From an optimization exercise on the open Yosys and OpenROAD flow, aimed at small area, a short achievable clock period and few clock cycles per item; shortcuts taken in it are not production practice. At most, simulation tests tie the RTL to the original design; equivalence was not proved. Power and IR drop assume default switching activity.

== v6 ==
==> flow/design.v (excerpt) <==
module tx_zc_phase_gen #(
    parameter int NZC_W  = tx_zc_pkg::ZC_NZC_W_DEF,
    parameter int OUT_W  = tx_zc_pkg::ZC_OUT_W_DEF,
    parameter int INV_W  = tx_zc_pkg::ZC_INV_W_DEF,
    parameter int PH_W   = NZC_W + 5
) (
    input  logic             sys_clk,
    input  logic             rst,
    input  logic             start,
    input  logic             abort,
    input  logic [NZC_W-1:0] zc_N_zc,
    input  logic [NZC_W-1:0] zc_len,
    input  logic [NZC_W-1:0] zc_start_index,
    input  logic [PH_W-1:0]  zc_Q,
    input  logic [PH_W-1:0]  zc_P,
    input  logic [INV_W-1:0] zc_inv_T,
    input  logic             theta_ready,
    output logic             theta_valid,
    output logic [OUT_W-1:0] theta_data,
    output logic             theta_last,
    output logic             busy,
    output logic             cfg_err
);
For scale: ~270 flip-flops, about 27000 um2 of cells after synthesis.
clock: 8.0 ns
lec_check: 0
cap_margin: 5
core_margin: 2
core_utilization: 40
cts_buf_list: sky130_fd_sc_hd__clkbuf_8
cts_cluster_diameter: 60
cts_cluster_size: 20
setup_slack_margin: 4.5
slew_margin: 5
tns_end_percent: 10
standard.sh (not shown) runs the stock make flow with config.mk's settings and CLKGATE_MAP_FILE= SYNTH_SCRIPT=/design/flow/synth_recipe.tcl, a recipe that flattens the netlist after the stock synthesis.
==> flow/flow/run.sh <==
#!/bin/bash
# The standard layout, with the ports buffered by buf_1 cells instead of the
# default choice of buffer cell.
set -euo pipefail
export BUFFER_PORTS_ARGS="-buffer_cell sky130_fd_sc_hd__buf_1"
bash standard.sh > standard.log 2>&1
## Diff of input files: v7 against v6
diff --git a/flow/design.v b/flow/design.v
--- a/flow/design.v
+++ b/flow/design.v
@@ -820,13 +820,13 @@
     logic [16:0] w_e_nxt;
     logic [1:0]  w_p3;
     logic [4:0]  w_pm;
     logic [3:0]  w_zl_s;
     logic [4:0]  w_z_nxt, w_zth5;
     logic [16:0] w_zth;
-    logic [17:0] w_mul_b;
+    logic [17:0] r_mul_b;        
     logic [11:0] w_sat;
     logic [16:0] w_prod;
     logic        w_th_ld;
     logic [16:0] w_th_d;
     assign w_qc_a   = {3'b000, zc_N_zc};
     assign w_qc_b   = ~{1'b0, zc_N_zc, 2'b00};
@@ -900,14 +900,16 @@
         if (r_ph_q2)      w_th_d = '0;
         else if (r_ph_w3) w_th_d = w_prod;
         else if (r_wrap)  w_th_d = w_zth;
         else              w_th_d = w_th_nxt;
     end
     assign w_th_ld = r_ph_q2 || (w_adv && (r_ph_run || r_ph_w3));
-    assign w_mul_b = r_ph_w2 ? {r_nzc, 6'b000000} : r_inv;
-    tx_zc_mul u_mul (.clk(sys_clk), .i_en(w_adv), .i_th(r_th), .i_inv(w_mul_b),
+    always_ff @(posedge sys_clk) begin
+        r_mul_b <= ((r_ph_w1 && w_adv) || (r_ph_w2 && !w_adv)) ? {r_nzc, 6'b000000} : r_inv;
+    end
+    tx_zc_mul u_mul (.clk(sys_clk), .i_en(w_adv), .i_th(r_th), .i_inv(r_mul_b),
                      .o_y(w_sat), .o_p(w_prod));
     assign w_e0_nxt   = !rst && !abort && r_busy && r_ph_q2;
     assign w_wrap_nxt = r_ph_q2 ? 1'b0 : (w_step ? (!r_wrap && r_mc == 12'd2) : r_wrap);
     always_ff @(posedge sys_clk) begin
         if (rst || abort) begin
             r_busy      <= 1'b0;
## What came out
- Filler-free cell count of the finished design is higher on v7
- The count of plain and timing-repair buffers in the layout of v7 is higher than that of v6.
- Comparing first-pass GRT wire length for v7 and v6, the smaller number came from v6.
- Between v6 and v7, arithmetic-cell share of the synthesized area counting full adders, half adders and majority gates decreased.
- Sequential share of layout area, v7 and v6: smaller value in v6
- v7 vs. v6: mean cell area of the mapped netlist went down by 1.2%.
Testbench counts of v7, summed over its fixed seeds: cycles 47,060, items 46,621.
Only the layout flow was run in v6; the RTL was not checked for function there.

* * *

tx_zc_phase_gen, a different RTL version from the one above (not shown whole).
Size in the first run: about 2800 cells after synthesis, about 270 flip-flops, ~110 I/O pins, roughly 27000 µm² of cells after synthesis.
==> flow/config.mk <==
export PLATFORM = sky130hd
export DESIGN_NAME = tx_zc_phase_gen
export DESIGN_NICKNAME = tx_zc_phase_gen
export VERILOG_FILES = /design/flow/design.v
export SDC_FILE = /design/flow/constraint.sdc
export NUM_CORES = 4
export LEC_CHECK = 0
export CAP_MARGIN = 20
export CORE_MARGIN = 2
export CORE_UTILIZATION = 40
export SETUP_SLACK_MARGIN = 4.0
export SLEW_MARGIN = 20
==> flow/constraint.sdc <==
create_clock -name core_clock -period 8.0 [get_ports {sys_clk}]
set_input_delay 1.6000 -clock core_clock [delete_from_list [all_inputs] [get_ports {sys_clk}]]
set_output_delay 1.6000 -clock core_clock [all_outputs]
set_load 0.01 [all_outputs]
==> flow/flow/run.sh <==
#!/bin/bash
# The standard layout, with the ports buffered by buf_2 cells instead of the
# default choice of buffer cell.
set -euo pipefail
export BUFFER_PORTS_ARGS="-buffer_cell sky130_fd_sc_hd__buf_2"
bash standard.sh > standard.log 2>&1
Change:
--- a/flow/design.v
+++ b/flow/design.v
@@ -795,32 +795,33 @@
     logic [11:0] r_nzc;          
     logic [13:0] r_nt3;          
     logic [16:0] r_q;            
     logic [16:0] r_p;            
     logic [17:0] r_inv;          
     logic [11:0] r_rem;          
     logic [11:0] r_skip;         
     logic [11:0]        r_mc;    
     logic               r_wrap;  
+    logic               r_usep;  
     logic signed [16:0] r_th;    
     logic [16:0]        r_e;     
     logic [4:0]         r_z;     
     logic [4:0]         r_pm;    
     logic [13:0] w_3n;
     logic [14:0] w_qc_a, w_qc_b, w_qc_s, w_qc_c, w_qc_r;
     logic [14:0] w_pc_s, w_pc_c, w_pc_r;
     logic [15:0] w_q2_a, w_q2_b, w_q2_s, w_q2_c, w_q2x;
     logic        w_cfg_ok, w_accept, w_adv, w_step, w_done, w_last_step;
     logic [16:0] w_t;
     logic [16:0] w_q2;
     logic [18:0] w_tha, w_thb, w_tnx, w_hnx, w_ths, w_s1, w_c1, w_ths_m, w_s2, w_c2, w_thc;
     logic [16:0] w_th_nxt;
-    logic        w_wrap_nxt;
+    logic        w_wrap_nxt, w_e0_nxt;
     logic [16:0] w_ea;
     logic [18:0] w_eq, w_tx, w_ed, w_s3, w_c3, w_edt;
     logic [16:0] w_e_nxt;
     logic [1:0]  w_p3;
     logic [4:0]  w_pm;
     logic [3:0]  w_zl_s;
     logic [4:0]  w_z_nxt, w_zth5;
     logic [16:0] w_zth;
     logic [17:0] w_mul_b;
@@ -857,19 +858,19 @@
     assign w_hnx  = {3'b111, r_nt3, 2'b11};
     assign w_ths  = w_tha + w_thb;
     assign w_s1   = w_tha ^ w_thb ^ w_tnx;
     assign w_c1   = {(w_tha[17:0] & w_thb[17:0]) | (w_tha[17:0] & w_tnx[17:0]) | (w_thb[17:0] & w_tnx[17:0]), 1'b1};
     assign w_ths_m = w_s1 + w_c1;
     assign w_s2   = w_tha ^ w_thb ^ w_hnx;
     assign w_c2   = {(w_tha[17:0] & w_thb[17:0]) | (w_tha[17:0] & w_hnx[17:0]) | (w_thb[17:0] & w_hnx[17:0]), 1'b1};
     assign w_thc  = w_s2 + w_c2;
     assign w_th_nxt = w_thc[18] ? w_ths[16:0] : w_ths_m[16:0];
-    assign w_ea   = r_e;
+    assign w_ea   = r_usep ? r_p : r_e;
     assign w_eq   = {2'b11, r_q};
     assign w_tx   = {2'b00, w_t};
     assign w_ed   = {2'b00, w_ea} + w_eq + 19'd1;
     assign w_s3   = {2'b00, w_ea} ^ w_eq ^ w_tx;
     assign w_c3   = {({1'b0, w_ea} & w_eq[17:0]) | ({1'b0, w_ea} & w_tx[17:0]) | (w_eq[17:0] & w_tx[17:0]), 1'b1};
     assign w_edt  = w_s3 + w_c3;
     assign w_e_nxt = w_ed[18] ? w_edt[16:0] : w_ed[16:0];
     function automatic logic [1:0] add3(input logic [1:0] a, input logic [1:0] b);
         case ({a, b})
@@ -899,18 +900,19 @@
         if (r_ph_q2)      w_th_d = '0;
         else if (r_ph_w3) w_th_d = w_prod;
         else if (r_wrap)  w_th_d = w_zth;
         else              w_th_d = w_th_nxt;
     end
     assign w_th_ld = r_ph_q2 || (w_adv && (r_ph_run || r_ph_w3));
     assign w_mul_b = r_ph_w2 ? {r_nzc, 6'b000000} : r_inv;
     tx_zc_mul u_mul (.clk(sys_clk), .i_en(w_adv), .i_th(r_th), .i_inv(w_mul_b),
                      .o_y(w_sat), .o_p(w_prod));
+    assign w_e0_nxt   = !rst && !abort && r_busy && r_ph_q2b;
     assign w_wrap_nxt = r_ph_q2 ? 1'b0 : (w_step ? (!r_wrap && r_mc == 12'd2) : r_wrap);
     always_ff @(posedge sys_clk) begin
         if (rst || abort) begin
             r_busy      <= 1'b0;
             r_idle      <= 1'b1;
             r_ph_q2     <= 1'b0;
             r_ph_q2b    <= 1'b0;
             r_ph_e0     <= 1'b0;
             r_ph_run    <= 1'b0;
@@ -962,46 +964,43 @@
             r_nzc  <= zc_N_zc;
             r_q    <= zc_Q;
             r_p    <= zc_P;
             r_inv  <= zc_inv_T;
             r_rem  <= zc_len;
             r_skip <= zc_start_index;
         end else begin
             if (r_ph_q2)  r_nt3 <= ~w_3n;
             if (r_ph_q2b) r_q   <= ~w_q2;
-            if (r_ph_e0)  r_p   <= w_e_nxt;
             if (w_step) begin
                 r_rem <= r_rem - 12'd1;
                 if (r_skip != '0) r_skip <= r_skip - 12'd1;
             end
         end
     end
     always_ff @(posedge sys_clk) begin
         if (w_th_ld) begin
             r_th <= w_th_d;
         end
         r_wrap <= w_wrap_nxt;
+        r_usep <= w_e0_nxt || w_wrap_nxt;
         if (r_ph_q2) begin
             r_mc   <= r_nzc;
             r_pm   <= w_pm;
             r_z    <= w_pm;
         end
         if (r_ph_q2) begin
             r_e <= {1'b0, w_q2x};
         end
-        if (r_ph_q2b) begin
-            r_e <= r_p;
-        end
         if (r_ph_e0) begin
             r_e <= w_e_nxt;
         end
         if (w_step) begin
-            r_e <= r_wrap ? r_p : w_e_nxt;
+            r_e <= w_e_nxt;
             if (r_wrap) begin
                 r_z    <= w_z_nxt;
                 r_mc   <= r_nzc;
             end else begin
                 r_mc   <= r_mc - 12'd1;
             end
         end
         if (w_adv) begin
             r_out_data <= w_sat;
Effect:
- The new run completed with no timing, DRC or antenna violations
- setup slack loses 0.026 ns
- worst hold slack is better by 0.0081 ns
- final area went down by about 0.7%
- cell count falls by about 0.37%
- sequential cell count goes up by 1
- via count rises by about 0.32%
- die area hardly moves
- sequential power rises by about 2%
- total power went up by 13%
- wire length came out lower by about 4%
- utilization went down by 0.34 points
No functional check of the RTL was part of any run of this note.

* * *

## before
tx_zc_phase_gen, a different RTL version from the one above (not shown whole).
For scale: roughly 2800 cells after synthesis, roughly 250 flip-flops, ~110 I/O pins, roughly 0.027 mm2 of cells after synthesis.
Settings: LEC_CHECK=0, CAP_MARGIN=20, CORE_MARGIN=2, CORE_UTILIZATION=40, CTS_BUF_LIST=sky130_fd_sc_hd__clkbuf_8, CTS_CLUSTER_DIAMETER=60, CTS_CLUSTER_SIZE=20, SETUP_SLACK_MARGIN=4.0, SLEW_MARGIN=20; clock period 8.0 ns.
Scripts as last shown in full above: flow/flow/run.sh
before ended with every stage complete and zero timing, DRC or antenna violations.
Here is what was changed in the inputs of after compared with before.
diff --git a/flow/design.v b/flow/design.v
--- a/flow/design.v
+++ b/flow/design.v
@@ -21,19 +21,17 @@
     logic [18:0] pp2;
     logic [18:0] pp3;
     logic [18:0] pp4;
     logic [18:0] pp5;
     logic [18:0] pp6;
     logic [18:0] pp7;
     logic [18:0] pp8;
     logic [34:0] ra, rb;
-    logic [22:6] r_a, r_b;
-    logic [34:23] w_hp, w_ho, w_hg;
-    logic        r_p23, r_z0h, r_z1h;
+    logic [34:6] r_a, r_b;
     logic        r_sgn, r_c6;
     logic [6:0]  w_l6;
     logic s1;
     logic c2;
     logic s3;
     logic c4;
     logic s5;
     logic c6;
@@ -734,43 +732,36 @@
     assign rb[31] = c298;
     assign ra[32] = s301;
     assign rb[32] = c300;
     assign ra[33] = s303;
     assign rb[33] = c302;
     assign ra[34] = s305;
     assign rb[34] = c304;
     assign w_l6 = {1'b0, ra[5:0]} + {1'b0, rb[5:0]};
-    assign w_hp = ra[34:23] ^ rb[34:23];
-    assign w_ho = ra[34:23] | rb[34:23];
-    assign w_hg = ra[34:23] & rb[34:23];
     always_ff @(posedge clk) begin
         if (i_en) begin
-            r_a   <= ra[22:6];
-            r_b   <= rb[22:6];
-            r_p23 <= w_hp[23];
-            r_z0h <= (w_ho[33:23] == w_hp[34:24]);
-            r_z1h <= (w_hg[33:23] == ~w_hp[34:24]);
+            r_a   <= ra[34:6];
+            r_b   <= rb[34:6];
             r_sgn <= r_dsgn;
             r_c6  <= w_l6[6];
         end
     end
     logic [22:6] w_lo;
     logic [17:0] w_sum;
     assign w_sum = {r_a[22:6], r_c6} + {r_b[22:6], r_c6};
     assign w_lo  = w_sum[17:1];
     assign o_p  = w_lo[22:6];
-    logic [23:17] w_p;
-    logic [22:17] w_o, w_g;
+    logic [34:17] w_p, w_o, w_g;
     logic         w_z0, w_z1;
-    assign w_p   = {r_p23, r_a[22:17] ^ r_b[22:17]};
-    assign w_o   = r_a[22:17] | r_b[22:17];
-    assign w_g   = r_a[22:17] & r_b[22:17];
-    assign w_z0  = !w_lo[17] && (w_o == w_p[23:18]) && r_z0h;
-    assign w_z1  = w_lo[17] && (w_g == ~w_p[23:18]) && r_z1h;
+    assign w_p   = r_a[34:17] ^ r_b[34:17];
+    assign w_o   = r_a[34:17] | r_b[34:17];
+    assign w_g   = r_a[34:17] & r_b[34:17];
+    assign w_z0  = !w_lo[17] && (w_o[33:17] == w_p[34:18]);
+    assign w_z1  = w_lo[17] && (w_g[33:17] == ~w_p[34:18]);
     assign o_y   = (w_z0 || w_z1) ? w_lo[17:6] : (r_sgn ? 12'h800 : 12'h7ff);
 endmodule
 module tx_zc_phase_gen #(
     parameter int NZC_W  = tx_zc_pkg::ZC_NZC_W_DEF,
     parameter int OUT_W  = tx_zc_pkg::ZC_OUT_W_DEF,
     parameter int INV_W  = tx_zc_pkg::ZC_INV_W_DEF,
     parameter int PH_W   = NZC_W + 5
 ) (
@@ -808,17 +799,16 @@
     logic [11:0] r_rem;          
     logic [11:0] r_skip;         
     logic [11:0]        r_mc;    
     logic               r_wrap;  
     logic               r_usep;  
     logic signed [16:0] r_th;    
     logic [16:0]        r_e;     
     logic [4:0]         r_z;     
-    logic [4:0]         r_pm;    
     logic [13:0] w_3n;
     logic [14:0] w_qc_a, w_qc_b, w_qc_s, w_qc_c, w_qc_r;
     logic [14:0] w_pc_s, w_pc_c, w_pc_r;
     logic [15:0] w_q2_a, w_q2_b, w_q2_s, w_q2_c, w_q2x;
     logic        w_cfg_ok, w_accept, w_adv, w_step, w_done, w_last_step;
     logic [16:0] w_t, w_half;
     logic [16:0] w_q2;
     logic [18:0] w_tha, w_thb, w_tnx, w_hnx, w_ths, w_s1, w_c1, w_ths_m, w_s2, w_c2, w_thc;
@@ -895,18 +885,18 @@
     always_comb begin
         logic [1:0] r0, r1, r2, r3, r4, r5, r6;
         r0 = red3(r_p[4:3]);   r1 = red3(r_p[6:5]);   r2 = red3(r_p[8:7]);
         r3 = red3(r_p[10:9]);  r4 = red3(r_p[12:11]); r5 = red3(r_p[14:13]);
         r6 = red3(r_p[16:15]);
         w_p3 = add3(add3(add3(r0, r1), add3(r2, r3)), add3(add3(r4, r5), r6));
     end
     assign w_pm = {w_p3, r_p[2:0]};
-    assign w_zl_s  = {1'b0, r_z[2:0]} + {1'b0, r_pm[2:0]};
-    assign w_z_nxt = {add3(add3(r_z[4:3], r_pm[4:3]), {1'b0, w_zl_s[3]}), w_zl_s[2:0]};
+    assign w_zl_s  = {1'b0, r_z[2:0]} + {1'b0, w_pm[2:0]};
+    assign w_z_nxt = {add3(add3(r_z[4:3], w_pm[4:3]), {1'b0, w_zl_s[3]}), w_zl_s[2:0]};
     assign w_zth5  = (r_z[4:3] == 2'd2) ? {2'b11, r_z[2:0]} :
                      (r_z[4:3] == 2'd1 && r_z[2]) ? {2'b10, r_z[2:0]} : {1'b0, r_z[3], r_z[2:0]};
     assign w_zth   = {{12{w_zth5[4]}}, w_zth5};
     always_comb begin
         if (r_ph_q2)      w_th_d = '0;
         else if (r_ph_w3) w_th_d = w_prod;
         else if (r_wrap)  w_th_d = w_zth;
         else              w_th_d = w_th_nxt;
@@ -988,17 +978,16 @@
     always_ff @(posedge sys_clk) begin
         if (w_th_ld) begin
             r_th <= w_th_d;
         end
         r_wrap <= w_wrap_nxt;
         r_usep <= w_e0_nxt || w_wrap_nxt;
         if (r_ph_q2) begin
             r_mc   <= r_nzc;
-            r_pm   <= w_pm;
             r_z    <= w_pm;
         end
         if (r_ph_e0) begin
             r_e <= w_e_nxt;
         end
         if (w_step) begin
             r_e <= w_e_nxt;
             if (r_wrap) begin
==> comparison <==
after reached the end of the flow, and the finished layout is clean on the timing, design-rule and antenna checks. Per the comparison of after with before, synthesis-stage register bit count picked up an extra 16; total of fill cells in the finished design picked up an extra 118. before -> after: synthesized area increased slightly. In the metrics for after and before, the one carrying the lower slew at the pin closest to its max-slew limit is after. As far as total negative slack for setup checks goes, before and after are indistinguishable; the numbers are identical. Looking only at count of clock buffers in the final design, and setting everything else aside, the lower value of after and before goes to before. Layout-stage area growth over the synthesis result: after and before compared, lower one is after. after: clock transition time at the flip-flop clock pins of the worst setup and hold paths 0.02 ns above before. Per the comparison of after with before, maximum clock frequency rose by 8.4%; first-pass GRT wire length went up about 0.4%.
Function was not checked in any run of this note: the RTL went through the layout flow alone.

[separate check: timing with driven ports]
The results above use ideal ports. As a check the final layouts listed here were re-extracted and re-timed, cells and wires unchanged. Step 1 (the two cells are an assumption about what drives the block):
set clk [get_ports {sys_clk}]
set_driving_cell -lib_cell sky130_fd_sc_hd__clkbuf_16 $clk
set_driving_cell -lib_cell sky130_fd_sc_hd__buf_2 [delete_from_list [all_inputs] $clk]
Step 2, shift: input delay + t, output delay - t, t = (earliest + latest rising clock arrival at the registers) / 2. This alone moves slack from input paths to output paths. a / b / c = ideal / step 1 / step 2; a / b = the first two.
| run | t, ns | slack for setup (ns) | hold WS [ns] |
|---|---|---|---|
| v6 | 0.674 | 4.113 / 4.113 / 3.902 | 0.434 / 0.434 / 0.434 |
| v7 | 0.683 | 4.429 / 4.435 / 3.751 | 0.441 / 0.441 / 0.441 |
| the first run of note 2 | 0.620 | 4.043 / 4.043 / 3.575 | 0.419 / 0.419 / 0.419 |
| the second run of note 2 | 0.620 | 4.018 / 4.018 / 3.608 | 0.427 / 0.427 / 0.427 |
| before | 0.724 | 3.720 / 3.720 / 3.577 | 0.432 / 0.432 / 0.432 |
| after | 0.705 | 4.053 / 4.053 / 3.593 | 0.446 / 0.446 / 0.446 |
After both steps setup and hold are still met in every run listed. The setup slack of v7, which loses most, moves by +0.006 ns with the drivers and by -0.678 ns with both steps.
